Context: an optimization exercise on an open-source flow, tuned for a short achievable clock period and few clock cycles. The choices shown serve that exercise and are no tape-out recipe.
Only simulation tests tie the RTL to the original design; equivalence was not proved.
In every run shown here, the design's own scripts or RTL, not TritonCTS, make the clock network.
The flow treats the clock pin as an ideal source. Dropping or thinning the clock tree relies on that and would not hold on a real chip.
Power and IR drop assume default switching activity.

**flow/config.mk**
```make
export PLATFORM = sky130hd
export DESIGN_NAME = eccMemTop
export DESIGN_NICKNAME = eccMemTop
export VERILOG_FILES = /design/flow/design.v
export SDC_FILE = /design/flow/constraint.sdc
export NUM_CORES = 4
export LEC_CHECK = 0
export CAP_MARGIN = 50
export CORE_MARGIN = 2
export CORE_UTILIZATION = 50
export PLACE_DENSITY = 0.65
export SETUP_SLACK_MARGIN = 3.0
export SLEW_MARGIN = 70
export SYNTH_MEMORY_MAX_BITS = 8192
```
**flow/flow/mycts.tcl**
```tcl
# Two-level clock tree: the clock port feeds NROOT root buffers, one per
# region of the die; each root feeds the leaf buffers of its region; each
# leaf buffer feeds a compact cluster of at most LEAF_MAX flip-flops.
# Regions and clusters come from recursive median splits of the sink
# positions, so every sink sees the same two buffers in its path.

proc mycts_split {items axis} {
  # items: list of {iterm x y}; returns two halves split at the median
  set idx [expr {$axis == 0 ? 1 : 2}]
  set s [lsort -real -index $idx $items]
  set n [llength $s]
  set h [expr {$n / 2}]
  return [list [lrange $s 0 [expr {$h - 1}]] [lrange $s $h end]]
}

proc mycts_bbox_axis {items} {
  set xs {}; set ys {}
  foreach it $items { lappend xs [lindex $it 1]; lappend ys [lindex $it 2] }
  set xs [lsort -real $xs]; set ys [lsort -real $ys]
  set dx [expr {[lindex $xs end] - [lindex $xs 0]}]
  set dy [expr {[lindex $ys end] - [lindex $ys 0]}]
  return [expr {$dx >= $dy ? 0 : 1}]
}

proc mycts_clusters {items maxn} {
  set n [llength $items]
  if {$n <= $maxn} { return [list $items] }
  set k [expr {($n + $maxn - 1) / $maxn}]
  set k1 [expr {$k / 2}]
  set cut [expr {($n * $k1 + $k / 2) / $k}]
  set idx [expr {[mycts_bbox_axis $items] == 0 ? 1 : 2}]
  set s [lsort -real -index $idx $items]
  return [concat [mycts_clusters [lrange $s 0 [expr {$cut - 1}]] $maxn] [mycts_clusters [lrange $s $cut end] $maxn]]
}

proc mycts_centroid {items} {
  set sx 0.0; set sy 0.0
  foreach it $items { set sx [expr {$sx + [lindex $it 1]}]; set sy [expr {$sy + [lindex $it 2]}] }
  set n [llength $items]
  return [list [expr {int($sx / $n)}] [expr {int($sy / $n)}]]
}

proc mycts_run {clk_name nroot leaf_max bufname {leafbuf ""}} {
  if {$leafbuf == ""} { set leafbuf $bufname }
  set db [ord::get_db]
  set block [ord::get_db_block]
  set master [$db findMaster $bufname]
  set clknet [$block findNet $clk_name]
  set sinks {}
  foreach it [$clknet getITerms] {
    set inst [$it getInst]
    set bb [$inst getBBox]
    set x [expr {([$bb xMin] + [$bb xMax]) / 2.0}]
    set y [expr {([$bb yMin] + [$bb yMax]) / 2.0}]
    lappend sinks [list $it $x $y]
  }
  puts "mycts: [llength $sinks] sinks"
  # regions
  set regions [list $sinks]
  while {[llength $regions] < $nroot} {
    set nr {}
    foreach r $regions {
      set h [mycts_split $r [mycts_bbox_axis $r]]
      lappend nr [lindex $h 0] [lindex $h 1]
    }
    set regions $nr
  }
  set ri 0
  set li 0
  foreach r $regions {
    set rnet [odb::dbNet_create $block "clknet_root_$ri"]
    $rnet setSigType CLOCK
    set leaves {}
    foreach c [mycts_clusters $r $leaf_max] {
      set lnet [odb::dbNet_create $block "clknet_leaf_$li"]
      $lnet setSigType CLOCK
      set lb [odb::dbInst_create $block [$db findMaster $leafbuf] "clkbuf_leaf_$li"]
      set xy [mycts_centroid $c]
      $lb setLocation [lindex $xy 0] [lindex $xy 1]
      $lb setPlacementStatus PLACED
      foreach it $c {
        set iterm [lindex $it 0]
        $iterm disconnect
        $iterm connect $lnet
      }
      [$lb findITerm X] connect $lnet
      [$lb findITerm A] connect $rnet
      lappend leaves [list $lb [lindex $xy 0] [lindex $xy 1]]
      incr li
    }
    set rb [odb::dbInst_create $block $master "clkbuf_root_$ri"]
    set xy [mycts_centroid $leaves]
    $rb setLocation [lindex $xy 0] [lindex $xy 1]
    $rb setPlacementStatus PLACED
    [$rb findITerm X] connect $rnet
    [$rb findITerm A] connect $clknet
    incr ri
  }
  puts "mycts: $ri roots, $li leaves"
}
```
**flow/flow/pre_cts.tcl**
```tcl
# PRE_CTS_TCL hook of the CTS step: builds the clock tree with mycts.tcl
# and turns the step's own clock_tree_synthesis call into a no-op, so the
# rest of the step (legalizing, timing repair) runs on this tree.
source [file join [file dirname [info script]] mycts.tcl]
set nroot 4
set leafmax 30
if {[info exists ::env(MYCTS_NROOT)]} { set nroot $::env(MYCTS_NROOT) }
if {[info exists ::env(MYCTS_LEAFMAX)]} { set leafmax $::env(MYCTS_LEAFMAX) }
set clk_port [get_full_name [lindex [get_property [lindex [all_clocks] 0] sources] 0]]
set clk_net [[[ord::get_db_block] findBTerm $clk_port] getNet]
mycts_run [$clk_net getName] $nroot $leafmax sky130_fd_sc_hd__clkbuf_16
set_propagated_clock [all_clocks]
rename clock_tree_synthesis mycts_unused_clock_tree_synthesis
proc clock_tree_synthesis {args} {
  puts "mycts: clock tree already built, clock_tree_synthesis $args skipped"
}
```
**flow/flow/run.sh**
```bash
#!/bin/bash
# Own layout flow: the standard flow (standard.sh), except that the clock
# tree is built by flow/mycts.tcl, hooked into the CTS step through ORFS's
# PRE_CTS_TCL: the clock port feeds 4 root buffers, one per quarter of the
# flip-flops, each root feeds the leaf buffers of its quarter, and each leaf
# feeds a compact cluster of at most 30 flip-flops. The port buffers that
# placement puts on every input and output are buf_4 cells (BUFFER_PORTS_ARGS)
# rather than the tool's default choice, which on inputs stayed a slow delay
# cell. Everything else (synthesis, floorplan, placement, timing repair,
# routing) is the standard flow.
set -euo pipefail
here=$(pwd)
export PRE_CTS_TCL="$here/flow/pre_cts.tcl"
export MYCTS_NROOT=4
export MYCTS_LEAFMAX=30
export BUFFER_PORTS_ARGS="-buffer_cell sky130_fd_sc_hd__buf_4"
bash standard.sh finish > "$here/standard.log" 2>&1
```
**flow/standard.sh**
```bash
#!/bin/bash
# synth_recipe.tcl (not shown) runs the flow's synth.tcl, then flattens the netlist and writes it again
# the make line also repeats each setting of config.mk as NAME=value (left out here)
make -C /OpenROAD-flow-scripts/flow DESIGN_CONFIG=/design/flow/config.mk WORK_HOME=/design/flow/orfs CLKGATE_MAP_FILE= SYNTH_SCRIPT=/design/flow/synth_recipe.tcl "${@:-finish}"
```
**flow/design.v**
```verilog
package eccPkg;
   typedef logic [3:0] nibbleT;
   typedef logic [7:0] codeByteT;
   typedef logic [31:0] dataWordT;
   typedef logic [63:0] codeWordT;
   typedef logic [11:0] axiAddrT;
   typedef logic [1:0] respT;
   typedef logic [15:0] cntT;
   localparam respT RESP_OKAY = 2'b00;
   localparam respT RESP_SLVERR = 2'b10;
   localparam axiAddrT REG_BASE = 12'h800;
   localparam axiAddrT REG_INJ_LO = 12'h800;
   localparam axiAddrT REG_INJ_HI = 12'h804;
   localparam axiAddrT REG_CORR_CNT = 12'h808;
   localparam axiAddrT REG_UNCORR_CNT = 12'h80C;
endpackage
`timescale 1ns/10ps
module eccMemTop (
   input logic clk,
   input logic rstN,
   input logic awValid,
   output logic awReady,
   input eccPkg::axiAddrT awAddr,
   input logic wValid,
   output logic wReady,
   input eccPkg::dataWordT wData,
   output logic bValid,
   input logic bReady,
   output eccPkg::respT bResp,
   input logic arValid,
   output logic arReady,
   input eccPkg::axiAddrT arAddr,
   output logic rValid,
   input logic rReady,
   output eccPkg::dataWordT rData,
   output eccPkg::respT rResp
);
   localparam int DEPTH = 64;
   localparam int CAP = 5;
   localparam int QD = 4;
   localparam int QW = $clog2(QD);
   function automatic logic [5:0] maskEffect(input logic [7:0] m);
      logic [3:0] s;
      logic [3:0] f;
      logic any;
      s[0] = m[0] ^ m[3] ^ m[5] ^ m[6];
      s[1] = m[1] ^ m[3] ^ m[5] ^ m[7];
      s[2] = m[2] ^ m[3] ^ m[6] ^ m[7];
      s[3] = m[4] ^ m[5] ^ m[6] ^ m[7];
      f[0] = (s == 4'b0111);
      f[1] = (s == 4'b1011);
      f[2] = (s == 4'b1101);
      f[3] = (s == 4'b1110);
      any = |s;
      maskEffect = {any & ~(^s), any, {m[7], m[6], m[5], m[3]} ^ f};
   endfunction
   logic rdy;
   logic [2:0] rdyOut;
   logic rVal, bVal;
   assign awReady = rdyOut[0];
   assign wReady = rdyOut[1];
   assign arReady = rdyOut[2];
   logic rstQ;
   always_ff @(posedge clk) rstQ <= !rstN;
   logic wrAcc, rdAcc;
   logic awHit, arHit;
   logic [5:0] aEff [4];
   assign wrAcc = rstN && awValid && wValid && rdy;
   assign rdAcc = rstN && arValid && rdy;
   assign awHit = (awAddr[11:8] == 4'd0);
   assign arHit = (arAddr[11:8] == 4'd0);
   for (genvar b = 0; b < 4; b++) begin : gEff
      assign aEff[b] = maskEffect(wData[8*b +: 8]);
   end
   logic cWr, cRd;
   logic cWrData, cWrInjLo, cWrInjHi, cWrCorr, cWrUnc;
   logic cRdData, cRdLo, cRdHi, cRdCorr, cRdUnc, cRdErr, cWrErr;
   logic [DEPTH-1:0] cWe, cRdSel;
   eccPkg::dataWordT cD;
   logic [15:0] cEff;
   logic [3:0] cAny, cMulti;
   logic cTakeB, cTakeR;
   always_ff @(posedge clk) begin
      cWr <= wrAcc;
      cRd <= rdAcc;
      cWrData <= wrAcc && awHit;
      cRdData <= rdAcc && arHit;
      for (int k = 0; k < DEPTH; k++) begin
         cWe[k] <= wrAcc && awHit && (awAddr[7:2] == 6'(k));
         cRdSel[k] <= arHit && (arAddr[7:2] == 6'(k));
      end
      cWrInjLo <= (awAddr == eccPkg::REG_INJ_LO);
      cWrInjHi <= (awAddr == eccPkg::REG_INJ_HI);
      cWrCorr <= (awAddr == eccPkg::REG_CORR_CNT);
      cWrUnc <= (awAddr == eccPkg::REG_UNCORR_CNT);
      cWrErr <= !awHit && (awAddr != eccPkg::REG_INJ_LO) && (awAddr != eccPkg::REG_INJ_HI)
                && (awAddr != eccPkg::REG_CORR_CNT) && (awAddr != eccPkg::REG_UNCORR_CNT);
      cRdLo <= (arAddr == eccPkg::REG_INJ_LO);
      cRdHi <= (arAddr == eccPkg::REG_INJ_HI);
      cRdCorr <= (arAddr == eccPkg::REG_CORR_CNT);
      cRdUnc <= (arAddr == eccPkg::REG_UNCORR_CNT);
      cRdErr <= !arHit && (arAddr != eccPkg::REG_INJ_LO) && (arAddr != eccPkg::REG_INJ_HI)
                && (arAddr != eccPkg::REG_CORR_CNT) && (arAddr != eccPkg::REG_UNCORR_CNT);
      cD <= wData;
      cEff <= {aEff[3][3:0], aEff[2][3:0], aEff[1][3:0], aEff[0][3:0]};
      cAny <= {aEff[3][4], aEff[2][4], aEff[1][4], aEff[0][4]};
      cMulti <= {aEff[3][5], aEff[2][5], aEff[1][5], aEff[0][5]};
      cTakeB <= rstN && bVal && bReady;
      cTakeR <= rstN && rVal && rReady;
   end
   logic [33:0] mem [DEPTH];
   logic [63:0] mask;
   logic [15:0] effLo, effHi;
   logic anyLo, anyHi, multiLo, multiHi;
   logic [33:0] wWord;
   assign wWord[31:0] = cD ^ {effHi, effLo};
   assign wWord[33] = multiLo | multiHi;
   assign wWord[32] = (anyLo | anyHi) & !(multiLo | multiHi);
   always_ff @(posedge clk) begin
      if (rstQ) begin
         mask <= '0;
         effLo <= '0;
         effHi <= '0;
         anyLo <= 1'b0;
         anyHi <= 1'b0;
         multiLo <= 1'b0;
         multiHi <= 1'b0;
      end else if (cWrData) begin
         mask <= '0;
         effLo <= '0;
         effHi <= '0;
         anyLo <= 1'b0;
         anyHi <= 1'b0;
         multiLo <= 1'b0;
         multiHi <= 1'b0;
      end else if (cWr && cWrInjLo) begin
         mask[31:0] <= cD;
         effLo <= cEff;
         anyLo <= |cAny;
         multiLo <= |cMulti;
      end else if (cWr && cWrInjHi) begin
         mask[63:32] <= cD;
         effHi <= cEff;
         anyHi <= |cAny;
         multiHi <= |cMulti;
      end
   end
   always_ff @(posedge clk) begin
      for (int k = 0; k < DEPTH; k++) begin
         if (cWe[k]) mem[k] <= wWord;
      end
   end
   logic [33:0] aRdPart [4];
   always_comb begin
      aRdPart[0] = {2'b00, {32{cRdLo}} & mask[31:0]} | {2'b00, {32{cRdHi}} & mask[63:32]};
      aRdPart[1] = '0;
      aRdPart[2] = '0;
      aRdPart[3] = '0;
      for (int k = 0; k < DEPTH; k++) begin
         aRdPart[k / 16] = aRdPart[k / 16] | ({34{cRdSel[k]}} & mem[k]);
      end
   end
   logic fWr, fRd, fDataRd, fCorrRd, fUncRd, fCorrClr, fUncClr, fWrErr, fRdErr;
   logic [33:0] fPart [4];
   logic [33:0] fWord;
   always_ff @(posedge clk) begin
      if (!rstN) begin
         fWr <= 1'b0;
         fRd <= 1'b0;
      end else begin
         fWr <= cWr;
         fRd <= cRd;
      end
      fDataRd <= cRdData;
      fCorrRd <= cRdCorr;
      fUncRd <= cRdUnc;
      fCorrClr <= cWrCorr;
      fUncClr <= cWrUnc;
      fWrErr <= cWrErr;
      fRdErr <= cRdErr;
      for (int q = 0; q < 4; q++) fPart[q] <= aRdPart[q];
   end
   assign fWord = fPart[0] | fPart[1] | fPart[2] | fPart[3];
   eccPkg::cntT corrCnt, uncCnt;
   always_ff @(posedge clk) begin
      if (rstQ) begin
         corrCnt <= '0;
         uncCnt <= '0;
      end else begin
         if (fWr && fCorrClr) begin
            corrCnt <= '0;
         end else if (fRd && fDataRd && fWord[32] && corrCnt != '1) begin
            corrCnt <= corrCnt + eccPkg::cntT'(1);
         end
         if (fWr && fUncClr) begin
            uncCnt <= '0;
         end else if (fRd && fDataRd && fWord[33] && uncCnt != '1) begin
            uncCnt <= uncCnt + eccPkg::cntT'(1);
         end
      end
   end
   logic [32:0] fR;
   assign fR[31:0] = fWord[31:0]
                   | ({32{fCorrRd}} & eccPkg::dataWordT'(corrCnt))
                   | ({32{fUncRd}} & eccPkg::dataWordT'(uncCnt));
   assign fR[32] = (fDataRd & fWord[33]) | fRdErr;
   logic [32:0] rq [QD];
   logic [QW:0] rqW, rqR;
   logic rqEmpty, rLoad;
   assign rqEmpty = (rqW == rqR);
   assign rLoad = !rVal || rReady;
   always_ff @(posedge clk) begin
      if (fRd) rq[rqW[QW-1:0]] <= fR;
   end
   always_ff @(posedge clk) begin
      if (!rstN) begin
         rqW <= '0;
         rqR <= '0;
         rVal <= 1'b0;
         rValid <= 1'b0;
      end else begin
         if (fRd && !(rLoad && rqEmpty)) rqW <= rqW + 1'b1;
         if (rLoad) begin
            rVal <= !rqEmpty || fRd;
            if (!rqEmpty) rqR <= rqR + 1'b1;
         end
         if (!rValid || rReady) rValid <= !rqEmpty || fRd;
      end
   end
   logic rFromQ, rFromF;
   assign rFromQ = rLoad && !rqEmpty;
   assign rFromF = rLoad && rqEmpty;
   always_ff @(posedge clk) begin
      rData <= ({32{rFromQ}} & rq[rqR[QW-1:0]][31:0]) | ({32{rFromF}} & fR[31:0])
               | ({32{!rLoad}} & rData);
      rResp[1] <= (rFromQ & rq[rqR[QW-1:0]][32]) | (rFromF & fR[32]) | (!rLoad & rResp[1]);
   end
   assign rResp[0] = 1'b0;
   logic [QD-1:0] bq;
   logic [QW:0] bqW, bqR;
   logic bqEmpty, bLoad;
   assign bqEmpty = (bqW == bqR);
   assign bLoad = !bVal || bReady;
   always_ff @(posedge clk) begin
      if (fWr) bq[bqW[QW-1:0]] <= fWrErr;
   end
   always_ff @(posedge clk) begin
      if (!rstN) begin
         bqW <= '0;
         bqR <= '0;
         bVal <= 1'b0;
         bValid <= 1'b0;
      end else begin
         if (fWr && !(bLoad && bqEmpty)) bqW <= bqW + 1'b1;
         if (bLoad) begin
            bVal <= !bqEmpty || fWr;
            if (!bqEmpty) bqR <= bqR + 1'b1;
         end
         if (!bValid || bReady) bValid <= !bqEmpty || fWr;
      end
   end
   always_ff @(posedge clk) begin
      bResp[1] <= (bLoad & !bqEmpty & bq[bqR[QW-1:0]]) | (bLoad & bqEmpty & fWrErr)
                  | (!bLoad & bResp[1]);
   end
   assign bResp[0] = 1'b0;
   logic [7:0] owedT, owedNow;
   logic owedUp;
   logic [1:0] owedDown;
   assign owedUp = cWr | cRd;
   assign owedDown = 2'(cTakeB) + 2'(cTakeR);
   always_comb begin
      for (int k = 0; k < 8; k++) begin
         if (owedUp && owedDown == 2'd0) owedNow[k] = (k == 0) ? 1'b1 : owedT[k-1];
         else if (owedUp == (owedDown == 2'd1)) owedNow[k] = owedT[k];
         else if (owedDown == 2'd2 && !owedUp) owedNow[k] = (k >= 6) ? 1'b0 : owedT[k+2];
         else owedNow[k] = (k == 7) ? 1'b0 : owedT[k+1];
      end
   end
   always_ff @(posedge clk) begin
      if (!rstN) begin
         owedT <= '0;
         rdy <= 1'b0;
         rdyOut <= '0;
      end else begin
         owedT <= owedNow;
         rdy <= rdy ? !owedNow[CAP - 2] : !owedNow[CAP - 1];
         for (int i = 0; i < 3; i++) begin
            rdyOut[i] <= rdyOut[i] ? !owedNow[CAP - 2] : !owedNow[CAP - 1];
         end
      end
   end
endmodule
```
**flow/constraint.sdc**
```tcl
create_clock -name core_clock -period 5.0 [get_ports {clk}]
set_input_delay 1.0000 -clock core_clock [delete_from_list [all_inputs] [get_ports {clk}]]
set_output_delay 1.0000 -clock core_clock [all_outputs]
set_load 0.01 [all_outputs]
```
==> results of run 1 <==
[what timing repair did]
action | 4_1_cts | 5_1_grt
gates resized for setup | 87 | 30
pin swaps | 2 | 8
buffers inserted | 8 | 12
endpoints found under the setup margin | 109 | 83
[worst max-delay path by stage]
stage,from,endpoint,slack (ps),cells past startpoint
finish,rResp[1],rResp[1],2880,1
detailed placement,rstN,cWe[39],2020,7
global route,rData[5],rData[5],2840,1
floorplan,awAddr[9],cWe[19],2800,5
global placement,rstN,cWe[40],2060,5
CTS,rResp[1],rResp[1],2850,1
[stage by stage]
step | hold WS (ps) | area [um2] | power, uW | util [%]
2_1_floorplan | 310 | 100000 | 27500 | -
3_3_place_gp | 424 | 105000 | 28200 | 52.9
3_5_place_dp | 406 | 107000 | 28300 | 54.2
4_1_cts | 415 | 110000 | 38000 | 55.6
5_1_grt | 432 | 111000 | 39000 | 56.1
6_report | 432 | 111000 | 38000 | 56.2
[area by class of cell]
class	instances	area [um2]	area share, %
antenna	11	27.5	0.0248
sequential	2854	80600	72.5
inverter	35	133	0.119
multi-input combinational	2452	19000	17.1
tap	2640	3300	2.97
buffer	100	2500	2.25
timing repair buffer	413	5530	4.98
[cell usage after synthesis, drive strengths merged (7+ instances only)]
cell    count  share of area (%)
nor2b      11              0.069
dfxtp     542                 11
and2       13              0.088
nor4       28               0.18
buf        22               0.11
o21ai      40               0.20
nand2     317                1.2
xnor2      65               0.57
a221oi    514                4.5
a22oi     114               0.86
or4        36               0.27
xor2       40               0.35
a31oi       7              0.044
nand4     149               0.93
ha         46               0.58
mux4       34               0.77
nor3       12              0.060
nand3b     12              0.090
o31ai      14               0.11
nand3      33               0.17
clkbuf    325                1.2
a22o      512                4.5
inv        34               0.13
edfxtp   2312                 70
nand2b      9              0.056
a21oi     127               0.64
and3       37               0.23
nor2      166               0.62
o22ai       7              0.044
mux2i      52               0.52
[logic make-up (layout without fill, tap and decap cells)]
group / Yosys count / after routing / synth area share, %
flip-flops: 2854 / 2854 / 80.4
AO/OA/AOI/OAI: 1366 / 1366 / 11.1
AND/OR/NAND/NOR: 844 / 844 / 4.13
buffers and inverters: 382 / 548 / 1.46
XOR/XNOR: 105 / 105 / 0.921
multiplexers: 89 / 89 / 1.32
adder cells (fa/ha/maj): 46 / 46 / 0.577
other: 1 / 13 / 0.00376
[registers in the layout (all words and copies together) (netlist names), 32 cells and up, named ones only]
| name | cells |
|---|---|
| cD | 32 |
| cRdSel | 64 |
| cWe | 64 |
| fPart | 136 |
| mask | 64 |
| mem | 2176 |
| rData | 32 |
| rq | 132 |
[report_power, final]
| part | switching [uW] | internal (uW) | total (uW) |
|---|---|---|---|
| registers | 235 | 25800 | 26100 |
| logic | 1040 | 880 | 1920 |
| clock network | 6500 | 3560 | 10100 |
| total | 7780 | 30300 | 38000 |
[metal layers]
| metal | global-route usage, % | vias up |
|---|---|---|
| li1 | - | 23200 |
| met1 | 39.4 | 29400 |
| met2 | 44.3 | 3447 |
| met3 | 4.09 | 419 |
| met4 | 7.29 | 10 |
| met5 | 0 | - |
==> results.py, run 1 <==
metrics = {
    "floorplan": {
        "num_io_pins": 104,
        "die_area_um2": 203000,
        "rows": 163,
        "start_util_pct": 50.5,
        "die_h_um": 451,
        "dieWidth_um": 451,
        "core_um2": 198000,
    },
    "drt": {
        "drt-met1-wl_um": 110000,
        "wl_met2_um": 136000,
        "first_pass_iters": 5,
        "dr.max_layer_used": "met5",
        "vias_per_cell": 6.64,
        "drt.antenna.violating_nets": 0,
        "vias": 56500,
        "met3_length_um": 32900,
        "route.detailed.drc": 0,
        "wl_per_cell_um": 33.8,
        "routed_wl_um": 288000,
        "initialDrtViolationCount": 8275,
    },
    "synthesis": {
        "avgSynthCellArea_um2": 17.5,
        "synth_seq_area_share_pct": 80.4,
        "yosysWarnings": 7,
        "synth_cells": 5687,
        "synth_edf_count": 2312,
        "synthFlopType": "edfxtp_1",
        "synth_cell_type_count": 64,
        "ys_ff_latch": 2854,
        "netlist_area_um2": 99800,
        "synth_async_sr_flop_share_pct": 0,
    },
    "critical_path": {
        "cpPeakStageDelay_ps": 380,
        "r2r_slack_ps": 3020,
        "reg2reg_from": "fPart[1][33]",
        "worstPathRequired_ps": 4000,
        "r2r_end": "uncCnt[11]",
        "critPathKind": "reg -> out",
        "arrival_ps": 1120,
        "crit_family": "flip-flops",
        "crit_chain": "buf_6",
        "critical_path_buf_inv_count": 1,
        "worstPathMaxFanout": 2,
        "cp-end-kind": "primary output",
        "rr_worst_depth": 4,
        "slowest_stage": "dfxtp_4",
        "critPathLaunchType": "flip-flop",
    },
    "power_and_ir_drop": {
        "power.leakage_uw": 0.0344,
        "peakVddDrop_mv": 0.443,
        "powerDensity_nw_per_um2": 342,
    },
    "layout": {
        "area_growth_pct": 11.3,
        "final_cell_mix": "2312 x edfxtp_1, 512 x a22o_1, 511 x a221oi_1",
        "fillers": 15000,
        "final_common_cell": "edfxtp_1",
        "fin_cells": 8505,
        "nNetsFinal": 5965,
        "drive_above_1_share_pct": 14.1,
    },
    "timing": {
        "hold_violations": 0,
        "setup_viol": 0,
        "setup_slack_ps": 2880,
        "max_freq_ghz": 0.471,
        "finalCriticalPeriod_ps": 2120,
        "fin_crit_sh_pct": 42.5,
        "slew_viol_final": 0,
        "grt_setup_unrepaired": "yes",
        "timing.setup.tns_ps": 0,
        "fin_skew_ps": 18.6,
    },
    "global_route": {
        "grt_pass1_wl_um": 400000,
        "grt_overflow": 0,
        "antenna_found_initial": 19,
        "grt_pass1_vias": 53400,
        "grt_util_all_layers_pct": 27.5,
        "grt_max_degree": 72,
    },
    "placement": {
        "dpl_worst_slack_ps": 2020,
        "io_buffer_count": 101,
        "dpl.hpwl_um": 158000,
        "gp_congestion": 0.905,
        "dp.cells": 8329,
    },
    "worst_hold_path": {
        "hold_path_class": "reg -> reg",
        "hold_path_depth": 0,
        "whs_endpoint": "fUncRd",
        "min_from": "cRdUnc",
    },
    "status": {
        "outcome": "no timing/DRC/antenna violations",
    },
    "clock_network": {
        "clk_pin_slew_ps": 120,
        "holdBufCountCts": 0,
        "clk_latency_ps": 640,
    },
    "job": {
        "maxCapViolCount": 0,
    },
}
Testbench counts, summed over its fixed seeds: cycles 6,410.
==> run 2, diff against run 1 <==
--- a/flow/design.v
+++ b/flow/design.v
@@ -56,7 +56,6 @@
    endfunction
    logic rdy;
    logic [2:0] rdyOut;
-   logic rVal, bVal;
    assign awReady = rdyOut[0];
    assign wReady = rdyOut[1];
    assign arReady = rdyOut[2];
@@ -78,7 +77,7 @@
    logic [DEPTH-1:0] cWe, cRdSel;
    eccPkg::dataWordT cD;
    logic [15:0] cEff;
-   logic [3:0] cAny, cMulti;
+   logic cAny, cMulti;
    logic cTakeB, cTakeR;
    always_ff @(posedge clk) begin
       cWr <= wrAcc;
@@ -103,8 +102,8 @@
                 && (arAddr != eccPkg::REG_CORR_CNT) && (arAddr != eccPkg::REG_UNCORR_CNT);
       cD <= wData;
       cEff <= {aEff[3][3:0], aEff[2][3:0], aEff[1][3:0], aEff[0][3:0]};
-      cAny <= {aEff[3][4], aEff[2][4], aEff[1][4], aEff[0][4]};
-      cMulti <= {aEff[3][5], aEff[2][5], aEff[1][5], aEff[0][5]};
+      cAny <= aEff[0][4] | aEff[1][4] | aEff[2][4] | aEff[3][4];
+      cMulti <= aEff[0][5] | aEff[1][5] | aEff[2][5] | aEff[3][5];
       cTakeB <= rstN && bVal && bReady;
       cTakeR <= rstN && rVal && rReady;
    end
@@ -136,13 +135,13 @@
       end else if (cWr && cWrInjLo) begin
          mask[31:0] <= cD;
          effLo <= cEff;
-         anyLo <= |cAny;
-         multiLo <= |cMulti;
+         anyLo <= cAny;
+         multiLo <= cMulti;
       end else if (cWr && cWrInjHi) begin
          mask[63:32] <= cD;
          effHi <= cEff;
-         anyHi <= |cAny;
-         multiHi <= |cMulti;
+         anyHi <= cAny;
+         multiHi <= cMulti;
       end
    end
    always_ff @(posedge clk) begin
@@ -206,6 +205,7 @@
    assign fR[32] = (fDataRd & fWord[33]) | fRdErr;
    logic [32:0] rq [QD];
    logic [QW:0] rqW, rqR;
+   logic rVal;
    logic rqEmpty, rLoad;
    assign rqEmpty = (rqW == rqR);
    assign rLoad = !rVal || rReady;
@@ -238,6 +238,7 @@
    assign rResp[0] = 1'b0;
    logic [QD-1:0] bq;
    logic [QW:0] bqW, bqR;
+   logic bVal;
    logic bqEmpty, bLoad;
    assign bqEmpty = (bqW == bqR);
    assign bLoad = !bVal || bReady;
==> run 2 against run 1 <==
- still clean
- final area rose by 0.27%
- synthesized cell count fell by 0.14%
- hold slack got worse by 99 ps
- clock skew rose by 5.8 ps
- core utilization rose by 0.21 points
- global-route usage rose by 0.12 points
- power rose by 0.20%
- routed wire length rose by 0.70%
- critical endpoint is now bResp[1]
- largest cell class unchanged
==> results.py, run 2 <==
metrics = {
    "status": {
        "outcome": "no timing/DRC/antenna violations",
    },
    "floorplan": {
        "die_area_um2": 203000,
        "rows": 163,
        "die_h_um": 450,
        "core_um2": 198000,
        "num_io_pins": 104,
        "start_util_pct": 50.4,
        "dieWidth_um": 450,
    },
    "timing": {
        "finalCriticalPeriod_ps": 2100,
        "fin_skew_ps": 24.4,
        "fin_crit_sh_pct": 41.9,
        "max_freq_ghz": 0.477,
        "timing.setup.tns_ps": 0,
        "grt_setup_unrepaired": "yes",
        "setup_viol": 0,
        "max_slew_margin_pct": 66.8,
        "slew_viol_final": 0,
        "hold_violations": 0,
        "worst_pin_slew_ps": 494,
        "setup_slack_ps": 2900,
        "hold_ws_ps": 333,
    },
    "synthesis": {
        "synth_cell_type_count": 63,
        "synthFlopType": "edfxtp_1",
        "yosysMostFrequentCell": "edfxtp_1",
        "yosysTopAreaCell": "edfxtp_1",
        "netlist_area_um2": 99700,
        "synth_cells": 5679,
        "ys_ff_latch": 2848,
        "synth_seq_area_share_pct": 80.4,
        "netlist.area_leader.share_pct": 69.7,
        "synthTopCellsByCount": "2312 x edfxtp_1, 536 x dfxtp_1, 514 x a221oi_1",
        "synth_top_family_by_area": "compound AO/OA/AOI/OAI gates",
        "synth_xor_area_share_pct": 0.923,
        "yosysWarnings": 7,
        "synth_compound_area_share_pct": 11.2,
        "synth_async_sr_flop_share_pct": 0,
        "synth_edf_count": 2312,
        "muxShareOfSynthArea_pct": 1.32,
        "synth_fa_ha_area_share_pct": 0.577,
        "synthSimpleGateAreaFrac_pct": 4.13,
        "avgSynthCellArea_um2": 17.6,
        "synthTopCellsByArea": "edfxtp_1 70%, dfxtp_1 11%, a221oi_1 4.5%",
    },
    "drt": {
        "wl_met2_um": 136000,
        "drt-met1-wl_um": 111000,
        "initialDrtViolationCount": 8893,
        "route.detailed.drc": 0,
        "first_pass_iters": 6,
        "dr.max_layer_used": "met5",
        "routed_wl_um": 290000,
        "vias_per_cell": 6.67,
        "vias": 56800,
        "drt.antenna.violating_nets": 0,
        "wl_per_cell_um": 34.0,
        "met3_length_um": 32400,
    },
    "critical_path": {
        "worstPathMaxFanout": 2,
        "worstPathRequired_ps": 4000,
        "arrival_ps": 1100,
        "cp-end-kind": "primary output",
        "crit_family": "flip-flops",
        "slowest_stage": "dfxtp_2",
        "cpPeakStageDelay_ps": 370,
        "crit_chain": "buf_6",
        "critical_path_buf_inv_count": 1,
        "critPathLaunchType": "flip-flop",
        "critPathKind": "reg -> out",
    },
    "placement": {
        "dp.cells": 8318,
        "dpl.hpwl_um": 163000,
        "dpl_worst_slack_ps": 2090,
        "io_buffer_count": 101,
        "gp_congestion": 0.878,
    },
    "clock_network": {
        "clk_pin_slew_ps": 120,
        "holdBufCountCts": 0,
        "clk_latency_ps": 640,
    },
    "power_and_ir_drop": {
        "power.leakage_uw": 0.0350,
        "powerDensity_nw_per_um2": 342,
        "power_uw": 38100,
        "peakVddDrop_mv": 0.438,
    },
    "layout": {
        "drive_above_1_share_pct": 15.4,
        "regMostFlops": "mem",
        "final_common_cell": "edfxtp_1",
        "final_cell_mix": "2312 x edfxtp_1, 512 x a22o_1, 510 x a221oi_1",
        "fillers": 14700,
        "fin_cells": 8517,
        "area_growth_pct": 11.8,
        "nNetsFinal": 5977,
        "largest_reg_flops": 2176,
    },
    "global_route": {
        "grt_pass1_wl_um": 402000,
        "grt_util_all_layers_pct": 27.6,
        "grt_pass1_vias": 53300,
        "grt_overflow": 0,
        "antenna_found_initial": 23,
        "grt_max_degree": 72,
    },
    "worst_hold_path": {
        "hold_path_class": "reg -> reg",
    },
    "job": {
        "maxCapViolCount": 0,
    },
}
-- run 2: area by class of cell --
cell class | count | area, um2 | area share, %
antenna | 11 | 27.5 | 0.0247
timing repair buffer | 431 | 5460 | 4.90
buffer | 100 | 2500 | 2.25
tap | 2640 | 3300 | 2.97
inverter | 34 | 129 | 0.116
multi-input combinational | 2453 | 19500 | 17.5
sequential | 2848 | 80500 | 72.2
-- run 2: per-stage QoR --
stage	utilization, %	cell area, um2
5_1_grt	56.4	111000
4_1_cts	55.7	110000
3_5_place_dp	54.2	107000
2_1_floorplan	-	100000
6_report	56.4	111000
3_3_place_gp	53.0	105000
-- run 2: path summary, 6_finish.rpt --
check / from / slack, ps / depth (start not counted) / to
worst max-delay path: bResp[1] / 2900 / 1 / bResp[1]
worst min register to register: cRdCorr / 330 / 0 / fCorrRd
worst max register to register: cRdLo / 2970 / 4 / fPart[0][13]
worst min-delay path: cRdCorr / 330 / 0 / fCorrRd
-- run 2: where the power goes --
group | internal (uW) | switching (uW) | leakage [uW]
Clock | 3560 | 6510 | 0.00123
Combinational | 966 | 1120 | 0.00850
Sequential | 25700 | 202 | 0.0253
-- run 2: cells by family (layout without fill, tap and decap cells) --
logic type                 Yosys count  in the layout
AOI/OAI and AO/OA                 1367           1367
muxes                               89             89
buffers and inverters              381            565
xor gates and xnor gates           105            105
adders and majority gates           46             46
DFF                               2848           2848
other                                1             13
and+or+nand+nor                    842            844
-- run 2: layer usage --
metal,vias up,GRT usage (%)
met5,-,0
met4,10,8.79
met3,430,4.18
met2,3544,43.5
met1,29500,39.7
li1,23300,-
-- run 2: timing repair --
action / 4_1_cts / 5_1_grt
endpoints found under the setup margin: 130 / 116
setup buffers: 17 / 30
gates resized for setup: 116 / 41
cloned: 0 / 2
pin swaps: 19 / 30
Testbench counts of run 2, summed over its fixed seeds: cycles 6,410.

separate check: timing with driven ports:
The results above use ideal ports. As a check the final layouts listed here were re-extracted and re-timed, cells and wires unchanged. Step 1, drivers: a clkbuf_16 drives clk and a buf_2 each remaining input, both assumed. Step 2 also shifts input and output timing later by t, the mid clock arrival at the registers, as if the neighbouring blocks saw the same clock. a / b / c = no drivers / after step 1 / after step 2; a / b = the first two.
| run | shift t [ns] | setup slack, ns | clock arrival spread, ns |
|---|---|---|---|
| run 1 | 0.813 | 2.877 / 2.696 / 2.355 | 0.026 / 0.026 |
| run 2 | 0.817 | 2.904 / 2.715 / 2.304 | 0.029 / 0.029 |
After both steps every run listed still meets setup and hold. The setup slack of run 2, which loses most, moves by -0.189 ns with the drivers and by -0.600 ns with both steps.
